Background: an optimization exercise with open tools, aiming at small area, a short achievable clock period and few clock cycles per item. Do not read the settings as production practice.
Only simulation tests tie the RTL to the original design; equivalence was not proved.

==> inputs of run a <==
==> flow/design.v <==
module mdu_param #(
    parameter int WIDTH       = 32,
    parameter int MULT_CYCLES = 5,
    parameter int DIV_CYCLES  = 10
) (
    input  logic             clk,
    input  logic             reset,
    input  logic             req,
    input  logic [WIDTH-1:0] in_a,
    input  logic [WIDTH-1:0] in_b,
    input  logic [3:0]       MDUOp,
    input  logic             start,
    output logic [WIDTH-1:0] data_hi,
    output logic [WIDTH-1:0] data_lo,
    output logic             busy
);
    localparam int MR  = 9;                     
    localparam int MNC = (17 + MR - 1) / MR;    
    localparam int WW  = 2 * MR + 36;           
    localparam int RB  = 2 * MR * (MNC - 1);    
    localparam int HOF = 32 - RB;               
    localparam int XW  = 34;                    
    localparam logic [3:0] OP_MULT  = 4'd1;
    localparam logic [3:0] OP_MULTU = 4'd2;
    localparam logic [3:0] OP_DIV   = 4'd3;
    localparam logic [3:0] OP_DIVU  = 4'd4;
    localparam logic [3:0] OP_MTHI  = 4'd7;
    localparam logic [3:0] OP_MTLO  = 4'd8;
    localparam logic [3:0] OP_MADD  = 4'd9;
    localparam logic [3:0] OP_MADDU = 4'd10;
    localparam logic [3:0] OP_MSUB  = 4'd11;
    localparam logic [3:0] OP_MSUBU = 4'd12;
    function automatic logic is_long_op(input logic [3:0] op);
        case (op)
            OP_MULT, OP_MULTU, OP_DIV, OP_DIVU,
            OP_MADD, OP_MADDU, OP_MSUB, OP_MSUBU: is_long_op = 1'b1;
            default:                              is_long_op = 1'b0;
        endcase
    endfunction
    function automatic logic is_div_op(input logic [3:0] op);
        is_div_op = (op == OP_DIV) || (op == OP_DIVU);
    endfunction
    function automatic logic is_signed_op(input logic [3:0] op);
        case (op)
            OP_MULT, OP_MADD, OP_MSUB, OP_DIV: is_signed_op = 1'b1;
            default:                           is_signed_op = 1'b0;
        endcase
    endfunction
    function automatic logic [5:0] lzc32(input logic [31:0] v);
        lzc32 = 6'd32;
        for (int i = 0; i < 32; i++) begin
            if (v[i]) lzc32 = 6'(31 - i);
        end
    endfunction
    logic [31:0]   hi_q, lo_q;
    logic          busy_q;
    logic          div_q;       
    logic          prep_q;      
    logic [4:0]    cnt_q;       
    logic          sgn_q;       
    logic          sub_q;       
    logic          acc_q;       
    logic          negq_q;      
    logic          negr_q;      
    logic [XW-1:0] x_q;         
    logic [31:0]   y_q;         
    logic [35:0]   u_q;         
    logic          yprev_q;     
    logic          aext_q;      
    assign data_hi = hi_q;
    assign data_lo = lo_q;
    assign busy    = busy_q;
    logic accept_s;
    assign accept_s = start & is_long_op(MDUOp) & ~busy_q & ~req;
    task automatic csa(input logic [WW-1:0] a, input logic [WW-1:0] b, input logic [WW-1:0] c,
                       output logic [WW-1:0] s, output logic [WW-1:0] cy);
        s  = a ^ b ^ c;
        cy = ((a & b) | (a & c) | (b & c)) << 1;
    endtask
    function automatic logic [WW-1:0] bk_add(input logic [WW-1:0] a, input logic [WW-1:0] b);
        logic [WW-1:0] g, p, pp;
        g  = a & b;
        p  = a ^ b;
        pp = p;
        for (int l = 0; (1 << l) < WW; l++) begin
            for (int i = (2 << l) - 1; i < WW; i += (2 << l)) begin
                g[i]  = g[i] | (pp[i] & g[i - (1 << l)]);
                pp[i] = pp[i] & pp[i - (1 << l)];
            end
        end
        for (int l = $clog2(WW) - 2; l >= 0; l--) begin
            for (int i = 3 * (1 << l) - 1; i < WW; i += (2 << l)) begin
                g[i]  = g[i] | (pp[i] & g[i - (1 << l)]);
                pp[i] = pp[i] & pp[i - (1 << l)];
            end
        end
        bk_add = p ^ {g[WW-2:0], 1'b0};
    endfunction
    logic [2*MR:0]  mbits_s;    
    logic [WW-1:0]  msum_s;
    logic           mlast_s;
    assign mlast_s = (cnt_q == 5'd1);
    always_comb begin
        logic [34:0]   mext;
        logic          y2, y1, y0, one, two, neg;
        logic [34:0]   sel, p;
        logic [WW-1:0] ops [0:MR+2];
        logic [WW-1:0] l1 [0:7];
        logic [WW-1:0] l2 [0:3];
        logic [WW-1:0] l3 [0:3];
        logic [WW-1:0] l4 [0:1];
        logic [WW-1:0] l5 [0:1];
        logic [WW-1:0] nk;
        logic [WW-1:0] konst;
        mbits_s[0] = yprev_q;
        for (int i = 0; i < 2 * MR; i++) begin
            mbits_s[i+1] = y_q[(i < 32) ? i : 31];
            for (int cc = 0; cc < MNC; cc++) begin
                if ((cnt_q == 5'(MNC - cc)) && (i > 31 - 2 * MR * cc)) mbits_s[i+1] = aext_q;
            end
        end
        mext  = {x_q[32], x_q[32], x_q[32:0]};
        ops[0] = WW'({~u_q[35], u_q[34:0]});
        nk     = '0;
        konst  = -(WW'(1) << 35);
        for (int j = 0; j < MR; j++) begin
            y2  = mbits_s[2*j+2];
            y1  = mbits_s[2*j+1];
            y0  = mbits_s[2*j];
            one = y1 ^ y0;
            two = (y2 & ~y1 & ~y0) | (~y2 & y1 & y0);
            neg = y2 ^ sub_q;
            for (int i = 0; i < 35; i++) begin
                sel[i] = (one & mext[i]) | (two & ((i > 0) ? mext[(i > 0) ? i-1 : 0] : 1'b0));
            end
            p        = sel ^ {35{neg}};
            ops[j+1] = WW'({~p[34], p[33:0]}) << (2*j);
            nk[2*j]  = neg;
            konst    = konst - (WW'(1) << (34 + 2*j));
        end
        ops[MR+1] = nk | konst;
        ops[MR+2] = (acc_q && mlast_s) ? (WW'(hi_q) << HOF) : '0;
        csa(ops[0], ops[1], ops[2], l1[0], l1[1]);
        csa(ops[3], ops[4], ops[5], l1[2], l1[3]);
        csa(ops[6], ops[7], ops[8], l1[4], l1[5]);
        csa(ops[9], ops[10], ops[11], l1[6], l1[7]);
        csa(l1[0], l1[1], l1[2], l2[0], l2[1]);
        csa(l1[3], l1[4], l1[5], l2[2], l2[3]);
        csa(l2[0], l2[1], l2[2], l3[0], l3[1]);
        csa(l2[3], l1[6], l1[7], l3[2], l3[3]);
        csa(l3[0], l3[1], l3[2], l4[0], l4[1]);
        csa(l4[0], l4[1], l3[3], l5[0], l5[1]);
        msum_s = bk_add(l5[0], l5[1]);
    end
    logic          sa_s, sb_s, bz_s;
    logic [5:0]    la_s, lb_s;
    logic signed [7:0] dlt_s;
    logic [4:0]    dsh_s;       
    logic [4:0]    dcnt_s;
    logic [33:0]   dal_s;
    logic          sa_c, sub_c, negq_c;
    logic [29:0]   qh_s;
    logic [32:0]   rem_s;
    logic [33:0]   dnx_s;
    logic [1:0]    ql_s;
    logic [31:0]   quo_s, quof_s;
    always_comb begin
        sa_s   = sgn_q & y_q[31];
        sb_s   = sgn_q & x_q[31];
        bz_s   = (x_q[31:0] == 32'd0);
        la_s   = lzc32(y_q ^ {32{sa_s}});
        lb_s   = lzc32(x_q[31:0] ^ {32{sb_s}});
        dlt_s  = 8'(lb_s) - 8'(la_s) + 8'(sa_s);
        dsh_s  = dlt_s[7] ? 5'd0 : 5'((dlt_s + 8'sd1) >>> 1);
        dcnt_s = dsh_s + 5'd1;
        dal_s  = {x_q[32], x_q[32:0]} << {dsh_s, 1'b0};
        sa_c   = prep_q ? sa_s : negr_q;
        sub_c  = prep_q ? (sa_s == sb_s) : sub_q;
        negq_c = prep_q ? (sa_s ^ sb_s) : negq_q;
        qh_s   = prep_q ? 30'd0 : y_q[29:0];
    end
    function automatic logic [33:0] div_step(input logic [32:0] r, input logic [33:0] d,
                                             input logic sub, input logic neg);
        logic [34:0] t;
        logic        ok;
        t  = {{2{r[32]}}, r} + {d[33], d} + 35'(sub);
        ok = neg ? (t[34] | (t == 35'd0)) : ~t[34];
        div_step = {ok, ok ? t[32:0] : r};
    endfunction
    always_comb begin
        logic [33:0] s1, s2;
        logic [32:0] r2;
        logic [33:0] d2;
        s1 = div_step(u_q[32:0], x_q[33:0], sub_q, negr_q);
        r2 = prep_q ? {y_q[31] & sgn_q, y_q} : s1[32:0];
        d2 = prep_q ? (dal_s ^ {34{sa_s == sb_s}}) : {x_q[33], x_q[33:1]};
        s2 = div_step(r2, d2, sub_c, sa_c);
        ql_s  = {s1[33] & ~prep_q, s2[33]};
        rem_s = s2[32:0];
        dnx_s = {d2[33], d2[33:1]};
        quo_s = {qh_s, ql_s};
        if (!negq_c) begin
            quof_s = quo_s;
        end else if (ql_s == 2'd0) begin
            quof_s = {30'd0 - qh_s, 2'd0};
        end else begin
            quof_s = {~qh_s, 2'd0 - ql_s};
        end
    end
    always_ff @(posedge clk) begin
        if (reset) begin
            hi_q   <= '0;
            lo_q   <= '0;
            busy_q <= 1'b0;
        end else if (!busy_q) begin
            if (accept_s) begin
                busy_q <= 1'b1;
            end else if (!req && MDUOp == OP_MTHI) begin
                hi_q <= in_a;
            end else if (!req && MDUOp == OP_MTLO) begin
                lo_q <= in_a;
            end
        end else if (!div_q) begin
            if (mlast_s) begin
                {hi_q, lo_q} <= 64'({msum_s, y_q} >> (32 - RB));
                busy_q       <= 1'b0;
            end
        end else if (prep_q && bz_s) begin
            busy_q <= 1'b0;
        end else if (prep_q ? (dcnt_s == 5'd1) : (cnt_q == 5'd1)) begin
            hi_q   <= rem_s[31:0];
            lo_q   <= quof_s;
            busy_q <= 1'b0;
        end
    end
    always_ff @(posedge clk) begin
        if (!busy_q) begin
            x_q     <= XW'({is_signed_op(MDUOp) & in_b[31], in_b});
            y_q     <= in_a;
            yprev_q <= 1'b0;
            div_q   <= is_div_op(MDUOp);
            prep_q  <= is_div_op(MDUOp);
            cnt_q   <= 5'(MNC);
            sgn_q   <= is_signed_op(MDUOp);
            sub_q   <= (MDUOp == OP_MSUB) || (MDUOp == OP_MSUBU);
            acc_q   <= (MDUOp == OP_MADD) || (MDUOp == OP_MADDU) ||
                       (MDUOp == OP_MSUB) || (MDUOp == OP_MSUBU);
            aext_q  <= is_signed_op(MDUOp) & in_a[31];
            if ((MDUOp == OP_MADD) || (MDUOp == OP_MADDU) ||
                (MDUOp == OP_MSUB) || (MDUOp == OP_MSUBU)) begin
                u_q <= {4'd0, lo_q};
            end else begin
                u_q <= '0;
            end
        end else if (!div_q) begin
            u_q     <= msum_s[WW-1:2*MR];
            y_q     <= 32'({msum_s[2*MR-1:0], y_q} >> (2*MR));
            yprev_q <= mbits_s[2*MR];
            cnt_q   <= cnt_q - 5'd1;
        end else begin
            prep_q <= 1'b0;
            negq_q <= negq_c;
            negr_q <= sa_c;
            sub_q  <= sub_c;
            u_q    <= {3'd0, rem_s};
            x_q    <= XW'(dnx_s);
            y_q    <= quo_s;
            cnt_q  <= (prep_q ? dcnt_s : cnt_q) - 5'd1;
        end
    end
endmodule
==> flow/flow/run.sh <==
#!/bin/bash
# The standard layout, with plain buf_2 cells as the port buffers instead of
# the delay cells buffer_ports picks by default. Every port still gets a buffer.
set -euo pipefail
cd "$(dirname "$0")/.."
bash standard.sh "BUFFER_PORTS_ARGS=-buffer_cell sky130_fd_sc_hd__buf_2" finish > standard_flow.log 2>&1
==> flow/standard.sh <==
#!/bin/bash
# synth_recipe.tcl (not shown) runs the flow's synth.tcl, then flattens the netlist and writes it again
# the make line also repeats each setting of config.mk as NAME=value (left out here)
make -C /OpenROAD-flow-scripts/flow DESIGN_CONFIG=/design/flow/config.mk WORK_HOME=/design/flow/orfs CLKGATE_MAP_FILE= SYNTH_SCRIPT=/design/flow/synth_recipe.tcl "${@:-finish}"
==> flow/config.mk <==
export PLATFORM = sky130hd
export DESIGN_NAME = mdu_param
export DESIGN_NICKNAME = mdu_param
export VERILOG_FILES = /design/flow/design.v
export SDC_FILE = /design/flow/constraint.sdc
export NUM_CORES = 4
export LEC_CHECK = 0
export CAP_MARGIN = 20
export CORE_MARGIN = 2
export CORE_UTILIZATION = 40
export SLEW_MARGIN = 20
==> flow/constraint.sdc <==
create_clock -name core_clock -period 90.0 [get_ports {clk}]
set_input_delay 18.0000 -clock core_clock [delete_from_list [all_inputs] [get_ports {clk}]]
set_output_delay 18.0000 -clock core_clock [all_outputs]
set_load 0.01 [all_outputs]
==> run b: changes against run a <==
--- a/flow/design.v
+++ b/flow/design.v
@@ -16,4 +16,4 @@
 );
-    localparam int MR  = 9;                     
-    localparam int MNC = (17 + MR - 1) / MR;    
+    localparam int MR  = 8;                     
+    localparam int MNC = 2;                     
     localparam int WW  = 2 * MR + 36;           
@@ -49,5 +49,9 @@
     function automatic logic [5:0] lzc32(input logic [31:0] v);
+        logic [3:0] nib;
+        logic [1:0] nl;
         lzc32 = 6'd32;
-        for (int i = 0; i < 32; i++) begin
-            if (v[i]) lzc32 = 6'(31 - i);
+        for (int n = 0; n < 8; n++) begin
+            nib = v[4*n +: 4];
+            nl  = nib[3] ? 2'd0 : nib[2] ? 2'd1 : nib[1] ? 2'd2 : 2'd3;
+            if (nib != 4'd0) lzc32 = {3'(7 - n), nl};
         end
@@ -68,3 +72,3 @@
     logic          yprev_q;     
-    logic          aext_q;      
+    logic          acor_q;      
     assign data_hi = hi_q;
@@ -106,3 +110,3 @@
         logic [34:0]   sel, p;
-        logic [WW-1:0] ops [0:MR+2];
+        logic [WW-1:0] ops [0:MR+3];
         logic [WW-1:0] l1 [0:7];
@@ -114,9 +118,3 @@
         logic [WW-1:0] konst;
-        mbits_s[0] = yprev_q;
-        for (int i = 0; i < 2 * MR; i++) begin
-            mbits_s[i+1] = y_q[(i < 32) ? i : 31];
-            for (int cc = 0; cc < MNC; cc++) begin
-                if ((cnt_q == 5'(MNC - cc)) && (i > 31 - 2 * MR * cc)) mbits_s[i+1] = aext_q;
-            end
-        end
+        mbits_s = {y_q[2*MR-1:0], yprev_q};
         mext  = {x_q[32], x_q[32], x_q[32:0]};
@@ -142,2 +140,4 @@
         ops[MR+2] = (acc_q && mlast_s) ? (WW'(hi_q) << HOF) : '0;
+        ops[MR+3] = (acor_q && mlast_s) ? (WW'(x_q[31:0] ^ {32{sub_q}}) << HOF) : '0;
+        ops[MR+1][HOF] = acor_q & mlast_s & sub_q;
         csa(ops[0], ops[1], ops[2], l1[0], l1[1]);
@@ -173,5 +173,5 @@
         dlt_s  = 8'(lb_s) - 8'(la_s) + 8'(sa_s);
-        dsh_s  = dlt_s[7] ? 5'd0 : 5'((dlt_s + 8'sd1) >>> 1);
+        dsh_s  = dlt_s[7] ? 5'd0 : 5'(dlt_s[6:1]);
         dcnt_s = dsh_s + 5'd1;
-        dal_s  = {x_q[32], x_q[32:0]} << {dsh_s, 1'b0};
+        dal_s  = ({x_q[32], x_q[32:0]} << 1) << {dsh_s, 1'b0};
         sa_c   = prep_q ? sa_s : negr_q;
@@ -181,2 +181,23 @@
     end
+    function automatic logic [34:0] bk_add35(input logic [34:0] a, input logic [34:0] b,
+                                             input logic ci);
+        logic [34:0] g, p, pp;
+        g    = a & b;
+        p    = a ^ b;
+        pp   = p;
+        g[0] = g[0] | (p[0] & ci);
+        for (int l = 0; (1 << l) < 35; l++) begin
+            for (int i = (2 << l) - 1; i < 35; i += (2 << l)) begin
+                g[i]  = g[i] | (pp[i] & g[i - (1 << l)]);
+                pp[i] = pp[i] & pp[i - (1 << l)];
+            end
+        end
+        for (int l = $clog2(35) - 2; l >= 0; l--) begin
+            for (int i = 3 * (1 << l) - 1; i < 35; i += (2 << l)) begin
+                g[i]  = g[i] | (pp[i] & g[i - (1 << l)]);
+                pp[i] = pp[i] & pp[i - (1 << l)];
+            end
+        end
+        bk_add35 = p ^ {g[33:0], ci};
+    endfunction
     function automatic logic [33:0] div_step(input logic [32:0] r, input logic [33:0] d,
@@ -185,3 +206,3 @@
         logic        ok;
-        t  = {{2{r[32]}}, r} + {d[33], d} + 35'(sub);
+        t  = bk_add35({{2{r[32]}}, r}, {d[33], d}, sub);
         ok = neg ? (t[34] | (t == 35'd0)) : ~t[34];
@@ -191,9 +212,10 @@
         logic [33:0] s1, s2;
-        logic [32:0] r2;
-        logic [33:0] d2;
-        s1 = div_step(u_q[32:0], x_q[33:0], sub_q, negr_q);
-        r2 = prep_q ? {y_q[31] & sgn_q, y_q} : s1[32:0];
-        d2 = prep_q ? (dal_s ^ {34{sa_s == sb_s}}) : {x_q[33], x_q[33:1]};
-        s2 = div_step(r2, d2, sub_c, sa_c);
-        ql_s  = {s1[33] & ~prep_q, s2[33]};
+        logic [32:0] r1;
+        logic [33:0] d1, d2;
+        r1 = prep_q ? {y_q[31] & sgn_q, y_q} : u_q[32:0];
+        d1 = prep_q ? (dal_s ^ {34{sa_s == sb_s}}) : x_q[33:0];
+        s1 = div_step(r1, d1, sub_c, sa_c);
+        d2 = {d1[33], d1[33:1]};
+        s2 = div_step(s1[32:0], d2, sub_c, sa_c);
+        ql_s  = {s1[33], s2[33]};
         rem_s = s2[32:0];
@@ -209,25 +231,44 @@
     end
+    logic        done_s;        
+    logic        res_we_s;      
+    logic [63:0] res_s;
+    logic        mthi_s, mtlo_s;
+    always_comb begin
+        if (!div_q) begin
+            done_s   = mlast_s;
+            res_we_s = mlast_s;
+            res_s    = 64'({msum_s, y_q} >> (32 - RB));
+        end else begin
+            done_s   = (prep_q && bz_s) || (prep_q ? (dcnt_s == 5'd1) : (cnt_q == 5'd1));
+            res_we_s = done_s && !(prep_q && bz_s);
+            res_s    = {rem_s[31:0], quof_s};
+        end
+        res_we_s = res_we_s & busy_q;
+    end
+    assign mthi_s = ~busy_q & ~req & (MDUOp == OP_MTHI);
+    assign mtlo_s = ~busy_q & ~req & (MDUOp == OP_MTLO);
     always_ff @(posedge clk) begin
         if (reset) begin
-            hi_q   <= '0;
-            lo_q   <= '0;
+            hi_q <= '0;
+        end else if (mthi_s) begin
+            hi_q <= in_a;
+        end else if (res_we_s) begin
+            hi_q <= res_s[63:32];
+        end
+    end
+    always_ff @(posedge clk) begin
+        if (reset) begin
+            lo_q <= '0;
+        end else if (mtlo_s) begin
+            lo_q <= in_a;
+        end else if (res_we_s) begin
+            lo_q <= res_s[31:0];
+        end
+    end
+    always_ff @(posedge clk) begin
+        if (reset) begin
             busy_q <= 1'b0;
         end else if (!busy_q) begin
-            if (accept_s) begin
-                busy_q <= 1'b1;
-            end else if (!req && MDUOp == OP_MTHI) begin
-                hi_q <= in_a;
-            end else if (!req && MDUOp == OP_MTLO) begin
-                lo_q <= in_a;
-            end
-        end else if (!div_q) begin
-            if (mlast_s) begin
-                {hi_q, lo_q} <= 64'({msum_s, y_q} >> (32 - RB));
-                busy_q       <= 1'b0;
-            end
-        end else if (prep_q && bz_s) begin
-            busy_q <= 1'b0;
-        end else if (prep_q ? (dcnt_s == 5'd1) : (cnt_q == 5'd1)) begin
-            hi_q   <= rem_s[31:0];
-            lo_q   <= quof_s;
+            busy_q <= accept_s;
+        end else if (done_s) begin
             busy_q <= 1'b0;
@@ -247,3 +288,3 @@
                        (MDUOp == OP_MSUB) || (MDUOp == OP_MSUBU);
-            aext_q  <= is_signed_op(MDUOp) & in_a[31];
+            acor_q  <= ~is_signed_op(MDUOp) & in_a[31];
             if ((MDUOp == OP_MADD) || (MDUOp == OP_MADDU) ||
==> flow/flow/run.sh (replaced) <==
#!/bin/bash
set -euo pipefail
cd "$(dirname "$0")/.."
bash standard.sh \
  "BUFFER_PORTS_ARGS=-buffer_cell sky130_fd_sc_hd__buf_2" \
  ABC_AREA=1 SETUP_SLACK_MARGIN=71 TNS_END_PERCENT=0 \
  finish > standard_flow.log 2>&1
==> run c: changes against run a <==
--- a/flow/design.v
+++ b/flow/design.v
@@ -49,5 +49,9 @@
     function automatic logic [5:0] lzc32(input logic [31:0] v);
+        logic [3:0] nib;
+        logic [1:0] nl;
         lzc32 = 6'd32;
-        for (int i = 0; i < 32; i++) begin
-            if (v[i]) lzc32 = 6'(31 - i);
+        for (int n = 0; n < 8; n++) begin
+            nib = v[4*n +: 4];
+            nl  = nib[3] ? 2'd0 : nib[2] ? 2'd1 : nib[1] ? 2'd2 : 2'd3;
+            if (nib != 4'd0) lzc32 = {3'(7 - n), nl};
         end
@@ -173,5 +177,5 @@
         dlt_s  = 8'(lb_s) - 8'(la_s) + 8'(sa_s);
-        dsh_s  = dlt_s[7] ? 5'd0 : 5'((dlt_s + 8'sd1) >>> 1);
+        dsh_s  = dlt_s[7] ? 5'd0 : 5'(dlt_s[6:1]);
         dcnt_s = dsh_s + 5'd1;
-        dal_s  = {x_q[32], x_q[32:0]} << {dsh_s, 1'b0};
+        dal_s  = ({x_q[32], x_q[32:0]} << 1) << {dsh_s, 1'b0};
         sa_c   = prep_q ? sa_s : negr_q;
@@ -181,2 +185,23 @@
     end
+    function automatic logic [34:0] bk_add35(input logic [34:0] a, input logic [34:0] b,
+                                             input logic ci);
+        logic [34:0] g, p, pp;
+        g    = a & b;
+        p    = a ^ b;
+        pp   = p;
+        g[0] = g[0] | (p[0] & ci);
+        for (int l = 0; (1 << l) < 35; l++) begin
+            for (int i = (2 << l) - 1; i < 35; i += (2 << l)) begin
+                g[i]  = g[i] | (pp[i] & g[i - (1 << l)]);
+                pp[i] = pp[i] & pp[i - (1 << l)];
+            end
+        end
+        for (int l = $clog2(35) - 2; l >= 0; l--) begin
+            for (int i = 3 * (1 << l) - 1; i < 35; i += (2 << l)) begin
+                g[i]  = g[i] | (pp[i] & g[i - (1 << l)]);
+                pp[i] = pp[i] & pp[i - (1 << l)];
+            end
+        end
+        bk_add35 = p ^ {g[33:0], ci};
+    endfunction
     function automatic logic [33:0] div_step(input logic [32:0] r, input logic [33:0] d,
@@ -185,3 +210,3 @@
         logic        ok;
-        t  = {{2{r[32]}}, r} + {d[33], d} + 35'(sub);
+        t  = bk_add35({{2{r[32]}}, r}, {d[33], d}, sub);
         ok = neg ? (t[34] | (t == 35'd0)) : ~t[34];
@@ -191,9 +216,10 @@
         logic [33:0] s1, s2;
-        logic [32:0] r2;
-        logic [33:0] d2;
-        s1 = div_step(u_q[32:0], x_q[33:0], sub_q, negr_q);
-        r2 = prep_q ? {y_q[31] & sgn_q, y_q} : s1[32:0];
-        d2 = prep_q ? (dal_s ^ {34{sa_s == sb_s}}) : {x_q[33], x_q[33:1]};
-        s2 = div_step(r2, d2, sub_c, sa_c);
-        ql_s  = {s1[33] & ~prep_q, s2[33]};
+        logic [32:0] r1;
+        logic [33:0] d1, d2;
+        r1 = prep_q ? {y_q[31] & sgn_q, y_q} : u_q[32:0];
+        d1 = prep_q ? (dal_s ^ {34{sa_s == sb_s}}) : x_q[33:0];
+        s1 = div_step(r1, d1, sub_c, sa_c);
+        d2 = {d1[33], d1[33:1]};
+        s2 = div_step(s1[32:0], d2, sub_c, sa_c);
+        ql_s  = {s1[33], s2[33]};
         rem_s = s2[32:0];
@@ -209,25 +235,44 @@
     end
+    logic        done_s;        
+    logic        res_we_s;      
+    logic [63:0] res_s;
+    logic        mthi_s, mtlo_s;
+    always_comb begin
+        if (!div_q) begin
+            done_s   = mlast_s;
+            res_we_s = mlast_s;
+            res_s    = 64'({msum_s, y_q} >> (32 - RB));
+        end else begin
+            done_s   = (prep_q && bz_s) || (prep_q ? (dcnt_s == 5'd1) : (cnt_q == 5'd1));
+            res_we_s = done_s && !(prep_q && bz_s);
+            res_s    = {rem_s[31:0], quof_s};
+        end
+        res_we_s = res_we_s & busy_q;
+    end
+    assign mthi_s = ~busy_q & ~req & (MDUOp == OP_MTHI);
+    assign mtlo_s = ~busy_q & ~req & (MDUOp == OP_MTLO);
     always_ff @(posedge clk) begin
         if (reset) begin
-            hi_q   <= '0;
-            lo_q   <= '0;
+            hi_q <= '0;
+        end else if (mthi_s) begin
+            hi_q <= in_a;
+        end else if (res_we_s) begin
+            hi_q <= res_s[63:32];
+        end
+    end
+    always_ff @(posedge clk) begin
+        if (reset) begin
+            lo_q <= '0;
+        end else if (mtlo_s) begin
+            lo_q <= in_a;
+        end else if (res_we_s) begin
+            lo_q <= res_s[31:0];
+        end
+    end
+    always_ff @(posedge clk) begin
+        if (reset) begin
             busy_q <= 1'b0;
         end else if (!busy_q) begin
-            if (accept_s) begin
-                busy_q <= 1'b1;
-            end else if (!req && MDUOp == OP_MTHI) begin
-                hi_q <= in_a;
-            end else if (!req && MDUOp == OP_MTLO) begin
-                lo_q <= in_a;
-            end
-        end else if (!div_q) begin
-            if (mlast_s) begin
-                {hi_q, lo_q} <= 64'({msum_s, y_q} >> (32 - RB));
-                busy_q       <= 1'b0;
-            end
-        end else if (prep_q && bz_s) begin
-            busy_q <= 1'b0;
-        end else if (prep_q ? (dcnt_s == 5'd1) : (cnt_q == 5'd1)) begin
-            hi_q   <= rem_s[31:0];
-            lo_q   <= quof_s;
+            busy_q <= accept_s;
+        end else if (done_s) begin
             busy_q <= 1'b0;
==> comparison table <==
Min setup slack post-route: run b 70.92 ns; run c 70.48 ns; run a 69.35 ns
Routed via count: run b 34.30k; run c 33.40k; run a 35.72k
Syn Std Cell Area: run b 0.03344 mm2; run c 0.03441 mm2; run a 0.03567 mm2
Via count of the first global-routing pass: run b 32.23k; run c 32.05k; run a 33.25k
Cells after synthesis: run b 4787; run c 4224; run a 4473
Total Routed Length: run b 149200 um; run c 152700 um; run a 168300 um
Layout cells sized above 1: run b 8.546%; run c 9.438%; run a 9.671%
Signal buf overhead: run b 3.972%; run c 4.096%; run a 3.852%
Startpoint Class: run b flip-flop; run c flip-flop; run a input pin
Hold Path End: run b x_q[33]$_SDFFE_PN0P_; run c lo_q[25]$_SDFFE_PP0P_; run a u_q[4]$_DFF_P_
Number of distinct standard cells referenced by the synthesized netlist: run b 60; run c 107; run a 102
Initial DRT Pass Iterations: run b 9; run c 6; run a 8
Minimum setup slack among reg-to-reg paths: run b 72.07 ns; run c 70.48 ns; run a 73.46 ns
Outcome: run b no timing/DRC/antenna violations; run c no timing/DRC/antenna violations; run a no timing/DRC/antenna violations
Worst setup path category: run b reg -> out; run c reg -> out; run a in -> reg
Avg Cell Area, Syn: run b 6.985 um2; run c 8.146 um2; run a 7.974 um2
Met1 demand-to-capacity share in global routing: run b 43.83%; run c 46.46%; run a 49.25%
Met3 routed WL: run b 17800 um; run c 20320 um; run a 19690 um
Critical Path Slowest Stage Cell: run b dfxtp_2; run c dfxtp_4; run a a21oi_4
Sequential element share of the synthesized area: run b 12.06%; run c 11.66%; run a 11.25%
Max FFs per register: run b 36; run c 35; run a 35
Worst Tran Pin Value: run b 1.145 ns; run c 1.121 ns; run a 1.345 ns
Testbench counts of run a, summed over its fixed seeds: cycles 78,972, items 24,000.
Testbench counts of run b, summed over its fixed seeds: cycles 77,154, items 24,000.
Testbench counts of run c, summed over its fixed seeds: cycles 77,154, items 24,000.

[separate check: timing with driven ports]
The flow's constraints put no driver on any port. The routed layouts listed below were extracted and timed again, unchanged, in two steps. Step 1 assumes that a clkbuf_16 drives the clock port and a buf_2 every other input. Step 2, shift: input delay + t, output delay - t, t = (earliest + latest rising clock arrival at the registers) / 2. This alone moves slack from input paths to output paths. Slacks: no drivers / after step 1 / after step 2; pairs: no drivers / after step 1.
run | t, ns | setup slack, ns | hold slack, ns | pins driven straight from the clock port
run a | 0.554 | 69.350 / 69.385 / 68.831 | 0.533 / 0.533 / 0.533 | 1
run b | 0.589 | 70.917 / 70.851 / 70.497 | 0.453 / 0.453 / 0.453 | 1
run c | 0.557 | 70.479 / 70.422 / 69.965 | 0.540 / 0.540 / 0.540 | 1
After both steps setup and hold are still met in every run listed. For run a, which loses most, drivers alone change the setup slack by +0.035 ns; drivers and shift together by -0.519 ns.
